Source: an optimization exercise on an open RTL-to-GDS flow (aim: small area and a short achievable clock period). Production flows keep margins and buffers that such runs may drop.
The RTL was checked by simulation tests, not by an equivalence proof against the original design.
Power is estimated from default activity; no workload was simulated.

==> design.v <==
package mulfwd_pkg;
   typedef enum logic {IDLE, WORK} state_t;
   localparam int unsigned PAD_ZERO = 0;
   localparam int unsigned PAD_REPL = 1;
   function automatic int unsigned tag_width(input int unsigned n);
      if (n > 1) tag_width = $clog2(n);
      else tag_width = 1;
   endfunction
endpackage
import mulfwd_pkg::*;
module mulfwd_rr_arbiter
#(
   parameter int unsigned FLUX = 2,
   localparam int unsigned TAG_WIDTH = mulfwd_pkg::tag_width(FLUX)
) (
   input  logic                 clk,
   input  logic                 rst,
   input  logic [FLUX-1:0]      req,
   output logic [TAG_WIDTH-1:0] grant,
   output logic                 valid
);
   logic [TAG_WIDTH-1:0] ptr_q, ptr_d;
   logic [FLUX-1:0][TAG_WIDTH-1:0] cand;
   always_comb begin
      for (int i = 0; i < FLUX; i++) begin
         cand[i] = TAG_WIDTH'((32'(ptr_q) + 32'(i)) % FLUX);
      end
   end
   always_comb begin
      grant = '0;
      valid = 1'b0;
      for (int i = FLUX - 1; i >= 0; i--) begin
         if (req[cand[i]]) begin
            grant = cand[i];
            valid = 1'b1;
         end
      end
   end
   always_comb begin
      ptr_d = ptr_q;
      if (valid) begin
         ptr_d = TAG_WIDTH'((32'(grant) + 32'd1) % FLUX);
      end
   end
   always_ff @(posedge clk or negedge rst) begin
      if (!rst) begin
         ptr_q <= '0;
      end else begin
         ptr_q <= ptr_d;
      end
   end
endmodule
import mulfwd_pkg::*;
module multi_line_buffer
#(
   parameter int unsigned FLUX       = 2,
   parameter int unsigned DATA_WIDTH = 18,
   parameter int unsigned SIZE_WIDTH = 7,
   parameter int unsigned LINE_DEPTH = 64,
   parameter int unsigned TAPS       = 3,
   parameter int unsigned PAD_MODE   = mulfwd_pkg::PAD_ZERO,
   localparam int unsigned TAG_WIDTH = mulfwd_pkg::tag_width(FLUX)
) (
   input  logic                                      clk,
   input  logic                                      rst,
   input  logic [FLUX-1:0][TAG_WIDTH+DATA_WIDTH-1:0] read_port_in_pel_dout,
   input  logic [FLUX-1:0]                           read_port_in_pel_empty,
   output logic [FLUX-1:0]                           read_port_in_pel_read,
   input  logic [FLUX-1:0][TAG_WIDTH+SIZE_WIDTH-1:0] read_port_ext_size_dout,
   input  logic [FLUX-1:0]                           read_port_ext_size_empty,
   output logic [FLUX-1:0]                           read_port_ext_size_read,
   input  logic [FLUX-1:0][TAG_WIDTH+SIZE_WIDTH-1:0] read_port_real_size_dout,
   input  logic [FLUX-1:0]                           read_port_real_size_empty,
   output logic [FLUX-1:0]                           read_port_real_size_read,
   output logic [TAG_WIDTH+TAPS*DATA_WIDTH-1:0]      write_port_out_pel_din,
   input  logic [FLUX-1:0]                           write_port_out_pel_full,
   output logic [FLUX-1:0]                           write_port_out_pel_write,
   output logic [FLUX-1:0]                           err_size
);
   localparam int unsigned WORD_WIDTH = (TAPS - 1) * DATA_WIDTH;
   localparam int unsigned ADDR_WIDTH = (LINE_DEPTH > 1) ? $clog2(LINE_DEPTH) : 1;
   localparam int unsigned TIDX_WIDTH = $clog2(TAPS);
   logic   [FLUX-1:0]                 state_q, state_d;
   logic   [FLUX-1:0][SIZE_WIDTH-1:0] cnt_h_q, cnt_h_d;
   logic   [FLUX-1:0][SIZE_WIDTH-1:0] cnt_v_q, cnt_v_d;
   logic   [FLUX-1:0][SIZE_WIDTH-1:0] max_h_q, max_h_d;
   logic   [FLUX-1:0][SIZE_WIDTH-1:0] max_v_q, max_v_d;
   logic   [FLUX-1:0]                 err_q, err_d;
   logic [WORD_WIDTH-1:0] ram [0:FLUX*LINE_DEPTH-1];
   logic [FLUX-1:0]          elig;
   logic [TAG_WIDTH-1:0]     tag;
   logic                     arb_valid, fire, pel_fire;
   logic [SIZE_WIDTH-1:0]    cur_h, cur_v, hdr_real, hdr_ext;
   logic [ADDR_WIDTH-1:0]    addr;
   logic [WORD_WIDTH-1:0]    rd_word, wr_word;
   logic [TAPS-1:0][DATA_WIDTH-1:0] raw;
   logic [TAPS-1:0][DATA_WIDTH-1:0] tap;
   logic [TAPS*DATA_WIDTH-1:0] taps_flat;
   logic                     unused_tag_bits;
   always_comb begin
      for (int f = 0; f < FLUX; f++) begin
         if (state_q[f] == IDLE) begin
            elig[f] = !read_port_ext_size_empty[f] && !read_port_real_size_empty[f];
         end else begin
            elig[f] = !read_port_in_pel_empty[f] && !write_port_out_pel_full[f];
         end
      end
   end
   mulfwd_rr_arbiter #(
      .FLUX (FLUX)
   ) u_arbiter (
      .clk   (clk),
      .rst   (rst),
      .req   (elig),
      .grant (tag),
      .valid (arb_valid)
   );
   assign fire     = arb_valid & rst;
   assign pel_fire = fire && (state_q[tag] == WORK);
   always_comb begin
      cur_h   = cnt_h_q[tag];
      cur_v   = cnt_v_q[tag];
      addr    = ADDR_WIDTH'(cur_h);
      rd_word = ram[32'(tag) * LINE_DEPTH + 32'(addr)];
      raw[0]  = read_port_in_pel_dout[tag][DATA_WIDTH-1:0];
      for (int k = 1; k < TAPS; k++) begin
         raw[k] = rd_word[(k-1)*DATA_WIDTH +: DATA_WIDTH];
      end
      wr_word = '0;
      for (int k = 1; k < TAPS; k++) begin
         wr_word[(k-1)*DATA_WIDTH +: DATA_WIDTH] = raw[k-1];
      end
      tap[0] = raw[0];
      for (int k = 1; k < TAPS; k++) begin
         if (int'(cur_v) >= k) begin
            tap[k] = raw[k];
         end else if (PAD_MODE == PAD_REPL) begin
            tap[k] = raw[TIDX_WIDTH'(cur_v)];
         end else begin
            tap[k] = '0;
         end
      end
      taps_flat = '0;
      for (int k = 0; k < TAPS; k++) begin
         taps_flat[k*DATA_WIDTH +: DATA_WIDTH] = tap[k];
      end
   end
   assign write_port_out_pel_din = {tag, taps_flat};
   always_comb begin
      state_d = state_q;
      cnt_h_d = cnt_h_q;
      cnt_v_d = cnt_v_q;
      max_h_d = max_h_q;
      max_v_d = max_v_q;
      err_d   = err_q;
      read_port_in_pel_read    = '0;
      read_port_ext_size_read  = '0;
      read_port_real_size_read = '0;
      write_port_out_pel_write = '0;
      hdr_real = read_port_real_size_dout[tag][SIZE_WIDTH-1:0];
      hdr_ext  = read_port_ext_size_dout[tag][SIZE_WIDTH-1:0];
      if (fire) begin
         if (state_q[tag] == IDLE) begin
            read_port_ext_size_read[tag]  = 1'b1;
            read_port_real_size_read[tag] = 1'b1;
            if (hdr_real == '0 || hdr_ext == '0) begin
               err_d[tag] = 1'b1;
            end else begin
               state_d[tag] = WORK;
               cnt_h_d[tag] = '0;
               cnt_v_d[tag] = '0;
               max_v_d[tag] = hdr_ext;
               if (32'(hdr_real) > LINE_DEPTH) begin
                  max_h_d[tag] = SIZE_WIDTH'(LINE_DEPTH);
                  err_d[tag]   = 1'b1;
               end else begin
                  max_h_d[tag] = hdr_real;
               end
            end
         end else begin
            read_port_in_pel_read[tag]    = 1'b1;
            write_port_out_pel_write[tag] = 1'b1;
            if (cur_h < max_h_q[tag] - SIZE_WIDTH'(1)) begin
               cnt_h_d[tag] = cur_h + SIZE_WIDTH'(1);
            end else if (cur_v < max_v_q[tag] - SIZE_WIDTH'(1)) begin
               cnt_h_d[tag] = '0;
               cnt_v_d[tag] = cur_v + SIZE_WIDTH'(1);
            end else begin
               cnt_h_d[tag] = '0;
               cnt_v_d[tag] = '0;
               state_d[tag] = IDLE;
            end
         end
      end
   end
   always_comb begin
      unused_tag_bits = 1'b0;
      for (int f = 0; f < FLUX; f++) begin
         unused_tag_bits = unused_tag_bits ^
            (^{read_port_in_pel_dout[f][TAG_WIDTH+DATA_WIDTH-1:DATA_WIDTH],
               read_port_ext_size_dout[f][TAG_WIDTH+SIZE_WIDTH-1:SIZE_WIDTH],
               read_port_real_size_dout[f][TAG_WIDTH+SIZE_WIDTH-1:SIZE_WIDTH]});
      end
   end
   always_ff @(posedge clk) begin
      if (pel_fire) begin
         ram[32'(tag) * LINE_DEPTH + 32'(addr)] <= wr_word;
      end
   end
   always_ff @(posedge clk or negedge rst) begin
      if (!rst) begin
         state_q <= {FLUX{IDLE}};
         cnt_h_q <= '0;
         cnt_v_q <= '0;
         max_h_q <= '0;
         max_v_q <= '0;
         err_q <= '0;
      end else begin
         state_q <= state_d;
         cnt_h_q <= cnt_h_d;
         cnt_v_q <= cnt_v_d;
         max_h_q <= max_h_d;
         max_v_q <= max_v_d;
         err_q   <= err_d;
      end
   end
   assign err_size = err_q;
endmodule
==> run.sh <==
#!/bin/bash
# synth_recipe.tcl (not shown) runs the flow's synth.tcl, then flattens the netlist and writes it again
# the make line also repeats each setting of config.mk as NAME=value (left out here)
make -C /OpenROAD-flow-scripts/flow DESIGN_CONFIG=/design/flow/config.mk WORK_HOME=/design/flow/orfs CLKGATE_MAP_FILE= SYNTH_SCRIPT=/design/flow/synth_recipe.tcl finish
==> config.mk <==
export PLATFORM = sky130hd
export DESIGN_NAME = multi_line_buffer
export DESIGN_NICKNAME = multi_line_buffer
export VERILOG_FILES = /design/flow/design.v
export SDC_FILE = /design/flow/constraint.sdc
export NUM_CORES = 4
export LEC_CHECK = 0
export CAP_MARGIN = 20
export CORE_MARGIN = 2
export CORE_UTILIZATION = 40
export SLEW_MARGIN = 20
export SYNTH_MEMORY_MAX_BITS = 8192
==> constraint.sdc <==
create_clock -name core_clock -period 12.0 [get_ports {clk}]
set_input_delay 2.4000 -clock core_clock [delete_from_list [all_inputs] [get_ports {clk}]]
set_output_delay 2.4000 -clock core_clock [all_outputs]
set_load 0.01 [all_outputs]
==> results.txt <==
## sequential cells by signal (all words and copies together) (netlist names), named ones only
| name | flops |
|---|---|
| u_arbiter.ptr_q | 1 |
| ram | 4608 |
| max_h_q | 12 |
| err_q | 2 |
## logic make-up (layout without fill, tap and decap cells)
family                     Yosys count  count (layout)  synth area share, %
AOI/OAI and AO/OA                 3290            3290                 13.2
xor gates and xnor gates            24              24                0.116
adders and majority gates           16              16                0.110
buffers and inverters              907            1570                 2.12
DFF                               4669            4669                 77.0
muxes                              456             456                 2.58
other                                0              20                    0
and+or+nand+nor                   1934            1934                 4.89
## per-layer routing
| metal | track usage [%] | up-vias | part of all wire (%) |
|---|---|---|---|
| li1 | - | 47400 | - |
| met1 | 35.3 | 60900 | 36 |
| met2 | 41.2 | 8826 | 45 |
| met3 | 6.73 | 1523 | 13 |
| met4 | 13.7 | 18 | 5.8 |
| met5 | 0 | - | 0.020 |
## Yosys cell counts, drive strengths merged, types with 17 or more instances
master | number | area (µm²)
edfxtp | 4608 | 138000
o22ai | 814 | 5090
nand2 | 759 | 2850
clkbuf | 524 | 1970
a221oi | 463 | 4060
mux2i | 420 | 4280
a22oi | 383 | 2880
buf | 360 | 1800
nor2 | 350 | 1310
o21ai | 323 | 1620
a21oi | 268 | 1350
a22o | 260 | 2280
o221ai | 248 | 2170
nand3 | 240 | 1200
nor3 | 193 | 971
nor4 | 151 | 945
o22a | 123 | 1080
a221o | 83 | 831
o211ai | 65 | 488
dfrtp | 61 | 1530
a31oi | 53 | 338
a2111oi | 51 | 460
o2111ai | 50 | 438
and3 | 45 | 282
or3 | 45 | 282
nand4 | 39 | 244
mux2 | 36 | 409
or4 | 35 | 263
o31ai | 24 | 185
inv | 23 | 86.3
and2 | 21 | 131
nand3b | 18 | 135
o41ai | 17 | 149
## cell usage in the layout (no fill, tap or decap), drive strengths merged, types with 83 or more instances in the layout
cell	synthesis	final
edfxtp	4608	4608
o22ai	814	814
nand2	759	759
clkbuf	524	572
buf	360	567
a221oi	463	463
mux2i	420	420
a22oi	383	383
nor2	350	350
o21ai	323	323
a21oi	268	268
a22o	260	260
o221ai	248	248
nand3	240	240
clkinv	0	235
nor3	193	193
nor4	151	151
o22a	123	123
clkdlybuf4s50	0	120
a221o	83	83
## cell type report
class | count | area share, %
Tap cell | 5976 | 3.59
Inverter | 23 | 0.0547
Clock buffer | 572 | 5.83
Antenna cell | 20 | 0.0240
Sequential cell | 4669 | 67.2
Clock inverter | 288 | 1.19
Timing Repair Buffer | 687 | 3.03
Multi-Input combinational cell | 5720 | 19.1
## power breakdown
group | total, mW | internal, mW | switching, mW
Clock | 14.1 | 7.88 | 6.22
Combinational | 20.0 | 5.09 | 14.9
Sequential | 22.2 | 22.0 | 0.160
## metrics by stage
| stage | worst slack [ns] | util, % | cells |
|---|---|---|---|
| 2_1_floorplan | 2.62 | - | 11300 |
| 6_report | 0.870 | 46.0 | 18000 |
| 4_1_cts | 1.07 | 46.0 | 17900 |
| 3_3_place_gp | 1.09 | 42.7 | 17100 |
| 3_5_place_dp | 1.07 | 42.7 | 17100 |
| 5_1_grt | 0.926 | 46.0 | 17900 |
## how the worst min path moves through the flow
stage / startpoint / end / slack, ns / cells past startpoint
4_1_cts: flop / flop / 0.51 / 1
2_1_floorplan: flop / flop / 0.46 / 2
3_3_place_gp: flop / flop / 0.48 / 2
5_1_grt: err_q[1] / err_q[1] / 0.52 / 1
3_5_place_dp: flop / flop / 0.49 / 1
6_report: flop / flop / 0.51 / 1
## worst register-to-register path, cell delays in order (launching register included)
cell	delay, ns
dfrtp_1	0.44
or3b_1	0.42
a211o_4	0.48
inv_8	0.42
mux2i_4	0.47
buf_12	0.45
nand2_2	0.80
buf_4	0.43
o221ai_1	0.38
a22oi_1	0.33
nand4_1	0.38
or4_4	0.26
buf_4	0.34
buf_4	0.85
==> metrics.yaml <==
outcome:
  status: "timing/DRC/antenna clean"
critical_path:
  path_depth: 14
  cp_top_family: "buffers and inverters"
  r2r_setup_slack_ns: 5.03
  arrival_ns: 8.73
  worst_setup_path_start_kind: "input port"
  rr_worst_depth: 13
  critPathKind: "in2out"
  cpPeakStageDelay_ns: 0.77
  r2r-end: "ram[60][20]"
  setup.worst_path.end: "write_port_out_pel_din[24]"
  crit_slowest_cell: "or4_4"
  worst-path-buf-inv: 5
  crit_fanout: 45
  end_kind: "output pin"
  crit_chain: "clkdlybuf4s50_1, nor4_1, a211o_4, buf_12, buf_12, mux2_4, buf_4, a221oi_1, o22ai_1, a22oi_1, nand4_1, or4_4, and2_1, clkdlybuf4s50_1"
  crit_required_ns: 9.60
  crit_start: "read_port_real_size_empty[0]"
cells_and_area:
  filler_cell_count: 38400
  synthToLayoutAreaGrowth_pct: 14.5
  seqCellArea_mm2: 0.140
  drive_above_1_share_pct: 12.6
  final_area_mm2: 0.208
  multi_input_area_mm2: 0.0397
  finalNetCount: 11700
die:
  fp.dieW_um: 678
  pin_count: 145
  rows: 247
  die_area_mm2: 0.460
  core-area_mm2: 0.452
  start_util_pct: 40.2
  fp.dieH_um: 678
route:
  drt_iter0_markers: 19000
  wl_per_cell_um: 35.7
  wirelength_mm: 642
  firstDrtPassIters: 6
  drc: 0
  via_per_inst: 6.61
  route.antenna.remaining_nets: 0
  vias: 119000
placement:
  dpl.hpwl_mm: 371
  placement.cell_area_mm2: 0.193
  numPortBuffers: 138
  routabilityCongestion: 0.921
timing:
  slew-limit-headroom_pct: 18.8
  setup_violations: 0
  timing.hold.ws_ns: 0.507
  rsz0062_at_grt: "no"
  fmax_mhz: 89.8
  fin_skew_ns: 0.0543
  fin_crit_ns: 11.13
  finalHoldViolCount: 0
  tightest_slew_ns: 1.22
  timing.final.crit_share_pct: 92.8
  finalMaxSlewViolations: 0
  final.setup.tns_ns: 0
power:
  ir_worst_vdd_uv: 487
  power_density_mw_per_mm2: 270
  p_leak_nw: 64.8
  finalPower_mw: 56.3
clocking:
  path_clk_slew_ns: 0.06
  h-tree-depth: 5
  post_cts_buffers: 0
  cts.sinks: 4669
  numCtsBuffers: 466
  cts_hold_buffers: 0
  root_buffer: "clkbuf_16"
  cts_resized: 0
  worst_skew_pair.late_latency_ns: 1.03
  cts_buffer_depth: 4
  cts_tree: "built"
worst_hold_path:
  holdCritPathClass: "reg2reg"
global_routing:
  track_usage_pct: 26.8
  grt_max_degree: 129
  grt_pass1_wl_mm: 879
  grt_pass1_vias: 113000
  antenna_found_initial: 28
  overflow: 0
logic_synthesis:
  synthesis.area_mm2: 0.182
  yosysSeqAreaShare_pct: 77.0
  synth.ff_latch_count: 4669
  syn_avg_cell_area_um2: 16.1
  synth_edf_count: 4608
  ys_warn_count: 2
  syn_inst: 11300
  ys_async_sr_fraction_pct: 1.31
  yosysUniqueCellTypes: 82
  synth-main-ff-cell: "edfxtp_1"
  syn_nets: 11400
run:
  cap_violations: 0

what the ideal ports hide:
In the flow no input, the clock included, has a driving cell. The finished layout below was timed again as built, in two steps. Step 1, drivers: a clkbuf_16 drives clk and a buf_2 each remaining input, both assumed. Step 2 times the ports against the registers' clock, not the clock port: input delays grow and output delays shrink by t, the midpoint of the rising clock arrivals with the driver on. a / b / c = no drivers / after step 1 / after step 2; a / b = the first two.
t (ns): 1.125
setup WS [ns]: 0.870 / 0.836 / 0.836
hold WS [ns]: 0.507 / 0.507 / 0.507
pins driven straight from the clock port: 1
After both steps setup and hold are still met in this run. The setup slack of this run moves by -0.034 ns with the drivers and by -0.034 ns with both steps.
